From an optimization exercise on the open Yosys and OpenROAD flow, aimed at small area, a short achievable clock period and few clock cycles per item; shortcuts taken in it are not production practice.
In this exercise RTL edits were held to simulation tests only and were not proved equivalent to the original.
Power is estimated from default activity; no workload was simulated.

==> run E <==
==> flow/design.v <==
`timescale 1ns/1ps
module cache_top #(
  parameter int INDEX_WIDTH = 4
) (
  input  logic         clk,
  input  logic         reset_n,
  input  logic [31:0]  address,
  input  logic [31:0]  din,
  input  logic         rden,
  input  logic         wren,
  input  logic [63:0]  mq,
  output logic         hit_miss,
  output logic [31:0]  q,
  output logic         mrden,
  output logic [31:0]  mrdaddress,
  output logic         mwren,
  output logic [31:0]  mwraddress,
  output logic [63:0]  mdout
);
  localparam int TW = 32 - INDEX_WIDTH - 3;
  localparam int NS = 1 << INDEX_WIDTH;
  localparam int NE = NS * 4;
  logic [NS-1:0]           sdec;      
  logic [INDEX_WIDTH-1:0]  index;
  logic [TW-1:0]           atag;
  logic                    a2;
  logic                    wr;
  logic [31:0]             wdata;
  always_ff @(posedge clk) begin
    for (int s = 0; s < NS; s++) sdec[s] <= (address[3 +: INDEX_WIDTH] == INDEX_WIDTH'(s));
    index <= address[3 +: INDEX_WIDTH];
    atag  <= address[31 -: TW];
    a2    <= address[2];
    wr    <= wren;
    wdata <= din;
  end
  logic [NE-1:0][31:0]   lo;
  logic [NE-1:0][31:0]   hi;
  logic [NE-1:0][TW-1:0] tags;
  logic [NE-1:0]         valid;
  logic [NE-1:0]         dirty;
  logic [NS-1:0][5:0]    order;
  logic [3:0][31:0]   rlo;
  logic [3:0][31:0]   rhi;
  logic [3:0][TW-1:0] rtag;
  logic [3:0]         rvalid;
  logic [3:0]         rdirty;
  logic [5:0]         rorder;
  always_comb begin
    rlo    = '0;
    rhi    = '0;
    rtag   = '0;
    rvalid = '0;
    rdirty = '0;
    rorder = '0;
    for (int s = 0; s < NS; s++) begin
      for (int w = 0; w < 4; w++) begin
        rlo[w]    = rlo[w]    | ({32{sdec[s]}} & lo[s*4+w]);
        rhi[w]    = rhi[w]    | ({32{sdec[s]}} & hi[s*4+w]);
        rtag[w]   = rtag[w]   | ({TW{sdec[s]}} & tags[s*4+w]);
        rvalid[w] = rvalid[w] | (sdec[s] & valid[s*4+w]);
        rdirty[w] = rdirty[w] | (sdec[s] & dirty[s*4+w]);
      end
      rorder = rorder | ({6{sdec[s]}} & order[s]);
    end
  end
  logic [3:0]   way_match;
  logic         hit;
  logic [31:0]  hit_word;
  always_comb begin
    for (int w = 0; w < 4; w++) way_match[w] = rvalid[w] && (rtag[w] == atag);
  end
  assign hit = |way_match;
  always_comb begin
    hit_word = '0;
    for (int w = 0; w < 4; w++)
      hit_word = hit_word | ({32{way_match[w]}} & (a2 ? rhi[w] : rlo[w]));
  end
  logic [3:0]  lru_oh;
  logic [1:0]  victim_way;
  assign lru_oh[0] = !rorder[0] && !rorder[1] && !rorder[2];
  assign lru_oh[1] =  rorder[0] && !rorder[3] && !rorder[4];
  assign lru_oh[2] =  rorder[1] &&  rorder[3] && !rorder[5];
  assign lru_oh[3] =  rorder[2] &&  rorder[4] &&  rorder[5];
  always_comb begin
    if      (!rvalid[0]) victim_way = 2'd0;
    else if (!rvalid[1]) victim_way = 2'd1;
    else if (!rvalid[2]) victim_way = 2'd2;
    else if (!rvalid[3]) victim_way = 2'd3;
    else                 victim_way = {lru_oh[3] | lru_oh[2], lru_oh[3] | lru_oh[1]};
  end
  logic        lookup;      
  logic        mem;         
  logic        fill;        
  logic        upd;         
  logic [3:0]  upd_way;
  logic [1:0]  vway;        
  logic [3:0]  vway_oh;
  logic        accept;
  assign accept = !lookup && !mem && !fill;
  always_ff @(posedge clk or negedge reset_n) begin
    if (!reset_n) begin
      lookup   <= 1'b0;
      mem      <= 1'b0;
      fill     <= 1'b0;
      upd      <= 1'b0;
      hit_miss <= 1'b0;
      mrden    <= 1'b0;
      mwren    <= 1'b0;
    end else begin
      lookup   <= accept && (rden || wren);
      mem      <= lookup && !hit;
      fill     <= mem;
      upd      <= lookup && hit;
      hit_miss <= (lookup && hit) || fill;
      mrden    <= lookup && !hit;
      mwren    <= mem && rvalid[vway] && rdirty[vway];
    end
  end
  always_ff @(posedge clk) begin
    upd_way    <= way_match;
    vway       <= victim_way;
    q          <= fill ? (a2 ? mq[63:32] : mq[31:0]) : hit_word;
    mdout      <= {rhi[vway], rlo[vway]};
    mwraddress <= {rtag[vway], index, 3'b000};
  end
  always_comb begin
    for (int w = 0; w < 4; w++) vway_oh[w] = (vway == 2'(w));
  end
  assign mrdaddress = {atag, index, 3'b000};
  logic [3:0]   fill_w;     
  logic [3:0]   hwr_w;      
  logic [3:0]   touch_w;    
  logic [31:0]  wd_lo;
  logic [31:0]  wd_hi;
  always_comb begin
    for (int w = 0; w < 4; w++) begin
      fill_w[w]  = fill && vway_oh[w];
      hwr_w[w]   = upd && wr && upd_way[w];
      touch_w[w] = fill_w[w] || (upd && upd_way[w]);
    end
  end
  assign wd_lo = (fill && !(wr && !a2)) ? mq[31:0]  : wdata;
  assign wd_hi = (fill && !(wr &&  a2)) ? mq[63:32] : wdata;
  for (genvar s = 0; s < NS; s++) begin : g_set
    for (genvar w = 0; w < 4; w++) begin : g_way
      localparam int E = s * 4 + w;
      always_ff @(posedge clk) begin
        if (sdec[s] && (fill_w[w] || (hwr_w[w] && !a2))) lo[E] <= wd_lo;
        if (sdec[s] && (fill_w[w] || (hwr_w[w] &&  a2))) hi[E] <= wd_hi;
        if (sdec[s] && fill_w[w]) tags[E] <= atag;
        if (sdec[s] && (fill_w[w] || hwr_w[w])) dirty[E] <= wr;
      end
      always_ff @(posedge clk or negedge reset_n) begin
        if (!reset_n)                  valid[E] <= 1'b0;
        else if (sdec[s] && fill_w[w]) valid[E] <= 1'b1;
      end
    end
    always_ff @(posedge clk) begin
      if (sdec[s] && (touch_w[0] || touch_w[1])) order[s][0] <= touch_w[0];
      if (sdec[s] && (touch_w[0] || touch_w[2])) order[s][1] <= touch_w[0];
      if (sdec[s] && (touch_w[0] || touch_w[3])) order[s][2] <= touch_w[0];
      if (sdec[s] && (touch_w[1] || touch_w[2])) order[s][3] <= touch_w[1];
      if (sdec[s] && (touch_w[1] || touch_w[3])) order[s][4] <= touch_w[1];
      if (sdec[s] && (touch_w[2] || touch_w[3])) order[s][5] <= touch_w[2];
    end
  end
endmodule
==> flow/run.sh <==
#!/bin/bash
# synth_recipe.tcl (not shown) runs the flow's synth.tcl, then flattens the netlist and writes it again
# the make line also repeats each setting of config.mk as NAME=value (left out here)
make -C /OpenROAD-flow-scripts/flow DESIGN_CONFIG=/design/flow/config.mk WORK_HOME=/design/flow/orfs CLKGATE_MAP_FILE= SYNTH_SCRIPT=/design/flow/synth_recipe.tcl finish
==> flow/config.mk <==
export PLATFORM = sky130hd
export DESIGN_NAME = cache_top
export DESIGN_NICKNAME = cache_top
export VERILOG_FILES = /design/flow/design.v
export SDC_FILE = /design/flow/constraint.sdc
export NUM_CORES = 4
export LEC_CHECK = 0
export CAP_MARGIN = 20
export CORE_MARGIN = 2
export CORE_UTILIZATION = 55
export PLACE_DENSITY = 0.62
export SETUP_SLACK_MARGIN = 5
export SLEW_MARGIN = 20
export TNS_END_PERCENT = 10
==> flow/constraint.sdc <==
create_clock -name core_clock -period 10.0 [get_ports {clk}]
set_input_delay 2.0000 -clock core_clock [delete_from_list [all_inputs] [get_ports {clk}]]
set_output_delay 2.0000 -clock core_clock [all_outputs]
set_load 0.01 [all_outputs]
==> run Y: changes against run E <==
==> flow/design.v, changed modules only <==
module cache_top #(
  parameter int INDEX_WIDTH = 4
) (
  input  logic         clk,
  input  logic         reset_n,
  input  logic [31:0]  address,
  input  logic [31:0]  din,
  input  logic         rden,
  input  logic         wren,
  input  logic [63:0]  mq,
  output logic         hit_miss,
  output logic [31:0]  q,
  output logic         mrden,
  output logic [31:0]  mrdaddress,
  output logic         mwren,
  output logic [31:0]  mwraddress,
  output logic [63:0]  mdout
);
  localparam int TW = 32 - INDEX_WIDTH - 3;
  localparam int NS = 1 << INDEX_WIDTH;
  localparam int NE = NS * 4;
  logic                    req;
  logic [INDEX_WIDTH-1:0]  index;
  logic [TW-1:0]           atag;
  logic                    a2;
  logic [NS-1:0]           sdec;
  assign req   = rden | wren;
  assign index = address[3 +: INDEX_WIDTH];
  assign atag  = address[31 -: TW];
  assign a2    = address[2];
  always_comb begin
    for (int s = 0; s < NS; s++) sdec[s] = (index == INDEX_WIDTH'(s));
  end
  logic [NE-1:0][31:0]  lo;
  logic [NE-1:0][31:0]  hi;
  logic [NE-1:0][TW-1:0] tags;
  logic [NE-1:0]        valid;
  logic [NE-1:0]        dirty;
  logic [NS-1:0][5:0]   order;
  logic [3:0][31:0]  rlo;
  logic [3:0][31:0]  rhi;
  logic [3:0][TW-1:0] rtag;
  logic [3:0]        rvalid;
  logic [3:0]        rdirty;
  logic [5:0]        rorder;
  always_comb begin
    rlo    = '0;
    rhi    = '0;
    rtag   = '0;
    rvalid = '0;
    rdirty = '0;
    rorder = '0;
    for (int s = 0; s < NS; s++) begin
      for (int w = 0; w < 4; w++) begin
        rlo[w]    = rlo[w]    | ({32{sdec[s]}} & lo[s*4+w]);
        rhi[w]    = rhi[w]    | ({32{sdec[s]}} & hi[s*4+w]);
        rtag[w]   = rtag[w]   | ({TW{sdec[s]}} & tags[s*4+w]);
        rvalid[w] = rvalid[w] | (sdec[s] & valid[s*4+w]);
        rdirty[w] = rdirty[w] | (sdec[s] & dirty[s*4+w]);
      end
      rorder = rorder | ({6{sdec[s]}} & order[s]);
    end
  end
  logic [3:0]   way_match;
  logic         hit;
  logic [31:0]  hit_word;
  always_comb begin
    for (int w = 0; w < 4; w++) way_match[w] = rvalid[w] && (rtag[w] == atag);
  end
  assign hit = |way_match;
  always_comb begin
    hit_word = '0;
    for (int w = 0; w < 4; w++)
      hit_word = hit_word | ({32{way_match[w]}} & (a2 ? rhi[w] : rlo[w]));
  end
  logic [3:0]  lru_oh;
  logic [1:0]  victim_way;
  assign lru_oh[0] = !rorder[0] && !rorder[1] && !rorder[2];
  assign lru_oh[1] =  rorder[0] && !rorder[3] && !rorder[4];
  assign lru_oh[2] =  rorder[1] &&  rorder[3] && !rorder[5];
  assign lru_oh[3] =  rorder[2] &&  rorder[4] &&  rorder[5];
  always_comb begin
    if      (!rvalid[0]) victim_way = 2'd0;
    else if (!rvalid[1]) victim_way = 2'd1;
    else if (!rvalid[2]) victim_way = 2'd2;
    else if (!rvalid[3]) victim_way = 2'd3;
    else                 victim_way = {lru_oh[3] | lru_oh[2], lru_oh[3] | lru_oh[1]};
  end
  logic        busy;        
  logic [1:0]  vway;        
  logic [3:0]  vway_oh;
  logic        miss;
  assign miss = !busy && req && !hit;
  always_ff @(posedge clk or negedge reset_n) begin
    if (!reset_n) begin
      busy     <= 1'b0;
      hit_miss <= 1'b0;
      mwren    <= 1'b0;
    end else begin
      busy     <= miss;
      hit_miss <= busy || (req && hit);
      mwren    <= miss && rvalid[victim_way] && rdirty[victim_way];
    end
  end
  always_ff @(posedge clk) begin
    vway <= victim_way;
    q    <= busy ? (a2 ? mq[63:32] : mq[31:0]) : hit_word;
  end
  always_comb begin
    for (int w = 0; w < 4; w++) vway_oh[w] = (vway == 2'(w));
  end
  assign mrden      = reset_n && miss;
  assign mrdaddress = {address[31:3], 3'b000};
  assign mwraddress = {rtag[vway], index, 3'b000};
  assign mdout      = {rhi[vway], rlo[vway]};
  logic [3:0]   fill_w;     
  logic [3:0]   hwr_w;      
  logic [3:0]   touch_w;    
  logic [31:0]  wd_lo;
  logic [31:0]  wd_hi;
  always_comb begin
    for (int w = 0; w < 4; w++) begin
      fill_w[w]  = busy && vway_oh[w];
      hwr_w[w]   = !busy && wren && way_match[w];
      touch_w[w] = busy ? vway_oh[w] : (req && way_match[w]);
    end
  end
  assign wd_lo = (busy && !(wren && !a2)) ? mq[31:0]  : din;
  assign wd_hi = (busy && !(wren &&  a2)) ? mq[63:32] : din;
  for (genvar s = 0; s < NS; s++) begin : g_set
    for (genvar w = 0; w < 4; w++) begin : g_way
      localparam int E = s * 4 + w;
      always_ff @(posedge clk) begin
        if (sdec[s] && (fill_w[w] || (hwr_w[w] && !a2))) lo[E] <= wd_lo;
        if (sdec[s] && (fill_w[w] || (hwr_w[w] &&  a2))) hi[E] <= wd_hi;
        if (sdec[s] && fill_w[w]) tags[E] <= atag;
        if (sdec[s] && (fill_w[w] || hwr_w[w])) dirty[E] <= wren;
      end
      always_ff @(posedge clk or negedge reset_n) begin
        if (!reset_n)                  valid[E] <= 1'b0;
        else if (sdec[s] && fill_w[w]) valid[E] <= 1'b1;
      end
    end
    always_ff @(posedge clk) begin
      if (sdec[s] && (touch_w[0] || touch_w[1])) order[s][0] <= touch_w[0];
      if (sdec[s] && (touch_w[0] || touch_w[2])) order[s][1] <= touch_w[0];
      if (sdec[s] && (touch_w[0] || touch_w[3])) order[s][2] <= touch_w[0];
      if (sdec[s] && (touch_w[1] || touch_w[2])) order[s][3] <= touch_w[1];
      if (sdec[s] && (touch_w[1] || touch_w[3])) order[s][4] <= touch_w[1];
      if (sdec[s] && (touch_w[2] || touch_w[3])) order[s][5] <= touch_w[2];
    end
  end
endmodule
Settings changed: ABC_CLOCK_PERIOD_IN_PS from default to 5000, CORE_UTILIZATION 55 to 60, CTS_CLUSTER_DIAMETER from default to 60, CTS_CLUSTER_SIZE from default to 30, PLACE_DENSITY 0.62 to 0.68, SETUP_SLACK_MARGIN 5 to 4.0.
==> run G: changes against run E <==
==> flow/flow/run.sh (new file) <==
#!/bin/bash
set -euo pipefail
bash standard.sh SETUP_SLACK_MARGIN=7 TNS_END_PERCENT=10 finish > standard_flow.log 2>&1
==> flow/standard.sh (new file) <==
#!/bin/bash
# synth_recipe.tcl (not shown) runs the flow's synth.tcl, then flattens the netlist and writes it again
# the make line also repeats each setting of config.mk as NAME=value (left out here)
make -C /OpenROAD-flow-scripts/flow DESIGN_CONFIG=/design/flow/config.mk WORK_HOME=/design/flow/orfs CLKGATE_MAP_FILE= SYNTH_SCRIPT=/design/flow/synth_recipe.tcl "${@:-finish}"
Settings changed: SETUP_SLACK_MARGIN 5 to default, TNS_END_PERCENT 10 to default.
removed: flow/run.sh
==> run B: changes against run E <==
==> flow/design.v, changed modules only <==
module cache_top #(
  parameter int INDEX_WIDTH = 4
) (
  input  logic         clk,
  input  logic         reset_n,
  input  logic [31:0]  address,
  input  logic [31:0]  din,
  input  logic         rden,
  input  logic         wren,
  input  logic [63:0]  mq,
  output logic         hit_miss,
  output logic [31:0]  q,
  output logic         mrden,
  output logic [31:0]  mrdaddress,
  output logic         mwren,
  output logic [31:0]  mwraddress,
  output logic [63:0]  mdout
);
  localparam int TW = 32 - INDEX_WIDTH - 3;
  localparam int NS = 1 << INDEX_WIDTH;
  localparam int NE = NS * 4;
  logic                    req;
  logic [INDEX_WIDTH-1:0]  index;
  logic [TW-1:0]           atag;
  logic                    a2;
  logic [NS-1:0]           sdec;
  assign req   = rden | wren;
  assign index = address[3 +: INDEX_WIDTH];
  assign atag  = address[31 -: TW];
  assign a2    = address[2];
  always_comb begin
    for (int s = 0; s < NS; s++) sdec[s] = (index == INDEX_WIDTH'(s));
  end
  logic [NE-1:0][31:0]  lo;
  logic [NE-1:0][31:0]  hi;
  logic [NE-1:0][TW-1:0] tags;
  logic [NE-1:0]        valid;
  logic [NE-1:0]        dirty;
  logic [NS-1:0][5:0]   order;
  logic [3:0][31:0]  rlo;
  logic [3:0][31:0]  rhi;
  logic [3:0][TW-1:0] rtag;
  logic [3:0]        rvalid;
  logic [3:0]        rdirty;
  logic [5:0]        rorder;
  always_comb begin
    rlo    = '0;
    rhi    = '0;
    rtag   = '0;
    rvalid = '0;
    rdirty = '0;
    rorder = '0;
    for (int s = 0; s < NS; s++) begin
      for (int w = 0; w < 4; w++) begin
        rlo[w]    = rlo[w]    | ({32{sdec[s]}} & lo[s*4+w]);
        rhi[w]    = rhi[w]    | ({32{sdec[s]}} & hi[s*4+w]);
        rtag[w]   = rtag[w]   | ({TW{sdec[s]}} & tags[s*4+w]);
        rvalid[w] = rvalid[w] | (sdec[s] & valid[s*4+w]);
        rdirty[w] = rdirty[w] | (sdec[s] & dirty[s*4+w]);
      end
      rorder = rorder | ({6{sdec[s]}} & order[s]);
    end
  end
  logic [3:0]   way_match;
  logic         hit;
  logic [31:0]  hit_word;
  always_comb begin
    for (int w = 0; w < 4; w++) way_match[w] = rvalid[w] && (rtag[w] == atag);
  end
  assign hit = |way_match;
  logic                    pw_v;
  logic [INDEX_WIDTH-1:0]  pw_idx;
  logic [3:0]              pw_way;     
  logic                    pw_a2;
  logic [31:0]             pw_d;
  logic                    pw_same;    
  logic [NS-1:0]           pdec;
  logic [3:0][31:0]        rword;
  assign pw_same = pw_v && (pw_idx == index) && (pw_a2 == a2);
  always_comb begin
    for (int s = 0; s < NS; s++) pdec[s] = (pw_idx == INDEX_WIDTH'(s));
  end
  always_comb begin
    hit_word = '0;
    for (int w = 0; w < 4; w++) begin
      rword[w] = (pw_same && pw_way[w]) ? pw_d : (a2 ? rhi[w] : rlo[w]);
      hit_word = hit_word | ({32{way_match[w]}} & rword[w]);
    end
  end
  logic [3:0]  lru_oh;
  logic [1:0]  victim_way;
  assign lru_oh[0] = !rorder[0] && !rorder[1] && !rorder[2];
  assign lru_oh[1] =  rorder[0] && !rorder[3] && !rorder[4];
  assign lru_oh[2] =  rorder[1] &&  rorder[3] && !rorder[5];
  assign lru_oh[3] =  rorder[2] &&  rorder[4] &&  rorder[5];
  always_comb begin
    if      (!rvalid[0]) victim_way = 2'd0;
    else if (!rvalid[1]) victim_way = 2'd1;
    else if (!rvalid[2]) victim_way = 2'd2;
    else if (!rvalid[3]) victim_way = 2'd3;
    else                 victim_way = {lru_oh[3] | lru_oh[2], lru_oh[3] | lru_oh[1]};
  end
  logic        wait_c;      
  logic        busy;        
  logic [1:0]  vway;        
  logic [3:0]  vway_oh;
  logic        miss;
  assign miss = !wait_c && !busy && req && !hit;
  always_ff @(posedge clk or negedge reset_n) begin
    if (!reset_n) begin
      wait_c   <= 1'b0;
      busy     <= 1'b0;
      hit_miss <= 1'b0;
      mrden    <= 1'b0;
      mwren    <= 1'b0;
      pw_v     <= 1'b0;
    end else begin
      wait_c   <= miss;
      busy     <= wait_c;
      hit_miss <= busy || (!wait_c && req && hit);
      mrden    <= miss;
      mwren    <= miss && rvalid[victim_way] && rdirty[victim_way];
      pw_v     <= !wait_c && !busy && wren && hit;
    end
  end
  always_ff @(posedge clk) begin
    if (!wait_c && !busy) begin
      vway       <= victim_way;
      mdout      <= {rhi[victim_way], rlo[victim_way]};
      mwraddress <= {rtag[victim_way], index, 3'b000};
    end
    pw_idx <= index;
    pw_way <= way_match;
    pw_a2  <= a2;
    pw_d   <= din;
    q      <= busy ? (a2 ? mq[63:32] : mq[31:0]) : hit_word;
  end
  always_comb begin
    for (int w = 0; w < 4; w++) vway_oh[w] = (vway == 2'(w));
  end
  assign mrdaddress = {address[31:3], 3'b000};
  logic [3:0]   fill_w;     
  logic [3:0]   pwr_w;      
  logic [3:0]   touch_w;    
  logic [31:0]  wd_lo;
  logic [31:0]  wd_hi;
  always_comb begin
    for (int w = 0; w < 4; w++) begin
      fill_w[w]  = busy && vway_oh[w];
      pwr_w[w]   = pw_v && pw_way[w];
      touch_w[w] = busy ? vway_oh[w] : (!wait_c && req && way_match[w]);
    end
  end
  assign wd_lo = !busy ? pw_d : (wren && !a2) ? din : mq[31:0];
  assign wd_hi = !busy ? pw_d : (wren &&  a2) ? din : mq[63:32];
  for (genvar s = 0; s < NS; s++) begin : g_set
    for (genvar w = 0; w < 4; w++) begin : g_way
      localparam int E = s * 4 + w;
      always_ff @(posedge clk) begin
        if ((sdec[s] && fill_w[w]) || (pdec[s] && pwr_w[w] && !pw_a2)) lo[E] <= wd_lo;
        if ((sdec[s] && fill_w[w]) || (pdec[s] && pwr_w[w] &&  pw_a2)) hi[E] <= wd_hi;
        if (sdec[s] && fill_w[w]) tags[E] <= atag;
        if ((sdec[s] && fill_w[w]) || (pdec[s] && pwr_w[w])) dirty[E] <= !busy || wren;
      end
      always_ff @(posedge clk or negedge reset_n) begin
        if (!reset_n)                  valid[E] <= 1'b0;
        else if (sdec[s] && fill_w[w]) valid[E] <= 1'b1;
      end
    end
    always_ff @(posedge clk) begin
      if (sdec[s] && (touch_w[0] || touch_w[1])) order[s][0] <= touch_w[0];
      if (sdec[s] && (touch_w[0] || touch_w[2])) order[s][1] <= touch_w[0];
      if (sdec[s] && (touch_w[0] || touch_w[3])) order[s][2] <= touch_w[0];
      if (sdec[s] && (touch_w[1] || touch_w[2])) order[s][3] <= touch_w[1];
      if (sdec[s] && (touch_w[1] || touch_w[3])) order[s][4] <= touch_w[1];
      if (sdec[s] && (touch_w[2] || touch_w[3])) order[s][5] <= touch_w[2];
    end
  end
endmodule
==> comparison table <==
| item | run G | run B | run E | run Y |
|---|---|---|---|---|
| Status | complete, no violations | complete, no violations | complete, no violations | complete, no violations |
| Critical path launch point | hit_miss | address[3] | sdec[2] | address[6] |
| Total number of placement rows | 234 | 238 | 234 | 225 |
| Total routed wire length on the met1 layer | 282.0 mm | 300.7 mm | 267.0 mm | 273.9 mm |
| Fraction of the mapped netlist area in simple logic gates | 3.403% | 5.405% | 3.403% | 4.639% |
| Compound-gate portion of the synthesized area | 11.69% | 12.17% | 11.69% | 11.70% |
| Setup slack after layout | 6.144 ns | 4.647 ns | 4.925 ns | 2.387 ns |
| CTS clk-pin slew, worst paths | 0.06 ns | 0.06 ns | 0.06 ns | 0.09 ns |
| Met3 Usage GRT | 13.34% | 11.92% | 8.291% | 19.94% |
| Cts repair resizes | 1530 | 322 | 3 | 1154 |
| Initial cell density of the core | 55.15% | 55.32% | 55.15% | 60.31% |
| Drt initial violations | 23881 | 28974 | 21380 | 33457 |
| PD cells | 224.7 nW/um2 | 232.7 nW/um2 | 227.9 nW/um2 | 194.3 nW/um2 |
| Clock network latency to the later pin of the worst-skew pair | 1.12 ns | 1.12 ns | 1.09 ns | 1.08 ns |
| Minimum setup slack after placement | 4.697 ns | 2.161 ns | 4.961 ns | 1.085 ns |
| Sort of element at the end of the critical path | primary output | flip-flop | flip-flop | primary output |
| Switching Share | 24.64% | 27.29% | 24.26% | 27.58% |
| Post-Route WL | 812.1 mm | 921.5 mm | 728.9 mm | 943.9 mm |
| Critical-path cell with the highest stage delay | sky130_fd_sc_hd__dfrtp_4 | sky130_fd_sc_hd__o31a_1 | sky130_fd_sc_hd__dfxtp_4 | sky130_fd_sc_hd__buf_4 |
| Library cells used by synthesis | 49 | 93 | 49 | 91 |
| Number of cells in the finished layout apart from fillers | 18834 | 20816 | 18345 | 19776 |
| Cell total after placement | 17202 | 19492 | 17209 | 18036 |
| Fraction of synthesized area in multiplexers | 1.533% | 2.261% | 1.533% | 2.987% |
| Most Frequent Cell on Critical Path | - | sky130_fd_sc_hd__buf_12 | sky130_fd_sc_hd__buf_4 | - |
| Area added between synthesis and finish | 17.67% | 16.38% | 12.99% | 20.92% |
Testbench counts of run E, summed over its fixed seeds: cycles 35,894, requests 12,000.
Testbench counts of run Y, summed over its fixed seeds: cycles 17,947, requests 12,000.
Testbench counts of run G, summed over its fixed seeds: cycles 35,894, requests 12,000.
Testbench counts of run B, summed over its fixed seeds: cycles 23,894, requests 12,000.

what the ideal ports hide:
The flow's constraints put no driver on any port. The routed layouts listed below were extracted and timed again, unchanged, in two steps.
Step 1 (the two cells are an assumption about what drives the block):
set clk [get_ports {clk}]
set_driving_cell -lib_cell sky130_fd_sc_hd__clkbuf_16 $clk
set_driving_cell -lib_cell sky130_fd_sc_hd__buf_2 [delete_from_list [all_inputs] $clk]
Step 2 also shifts input and output timing later by t, the mid clock arrival at the registers, as if the neighbouring blocks saw the same clock.
Slacks: ideal / step 1 / step 2; pairs: ideal / step 1.
run	shift t [ns]	setup WS [ns]	hold WS [ns]	worst data-port slew with drivers (ns)
run E	1.183	4.925 / 4.925 / 4.925	0.356 / 0.356 / 0.356	0.13
run Y	1.159	2.387 / 1.911 / 1.896	0.473 / 0.473 / 0.473	0.63
run G	1.237	6.144 / 6.007 / 6.065	0.360 / 0.360 / 0.360	0.10
run B	1.213	4.647 / 4.403 / 3.190	0.465 / 0.465 / 0.465	0.47
After both steps every run listed still meets setup and hold. The setup slack of run B, which loses most, moves by -0.244 ns with the drivers and by -1.457 ns with both steps.
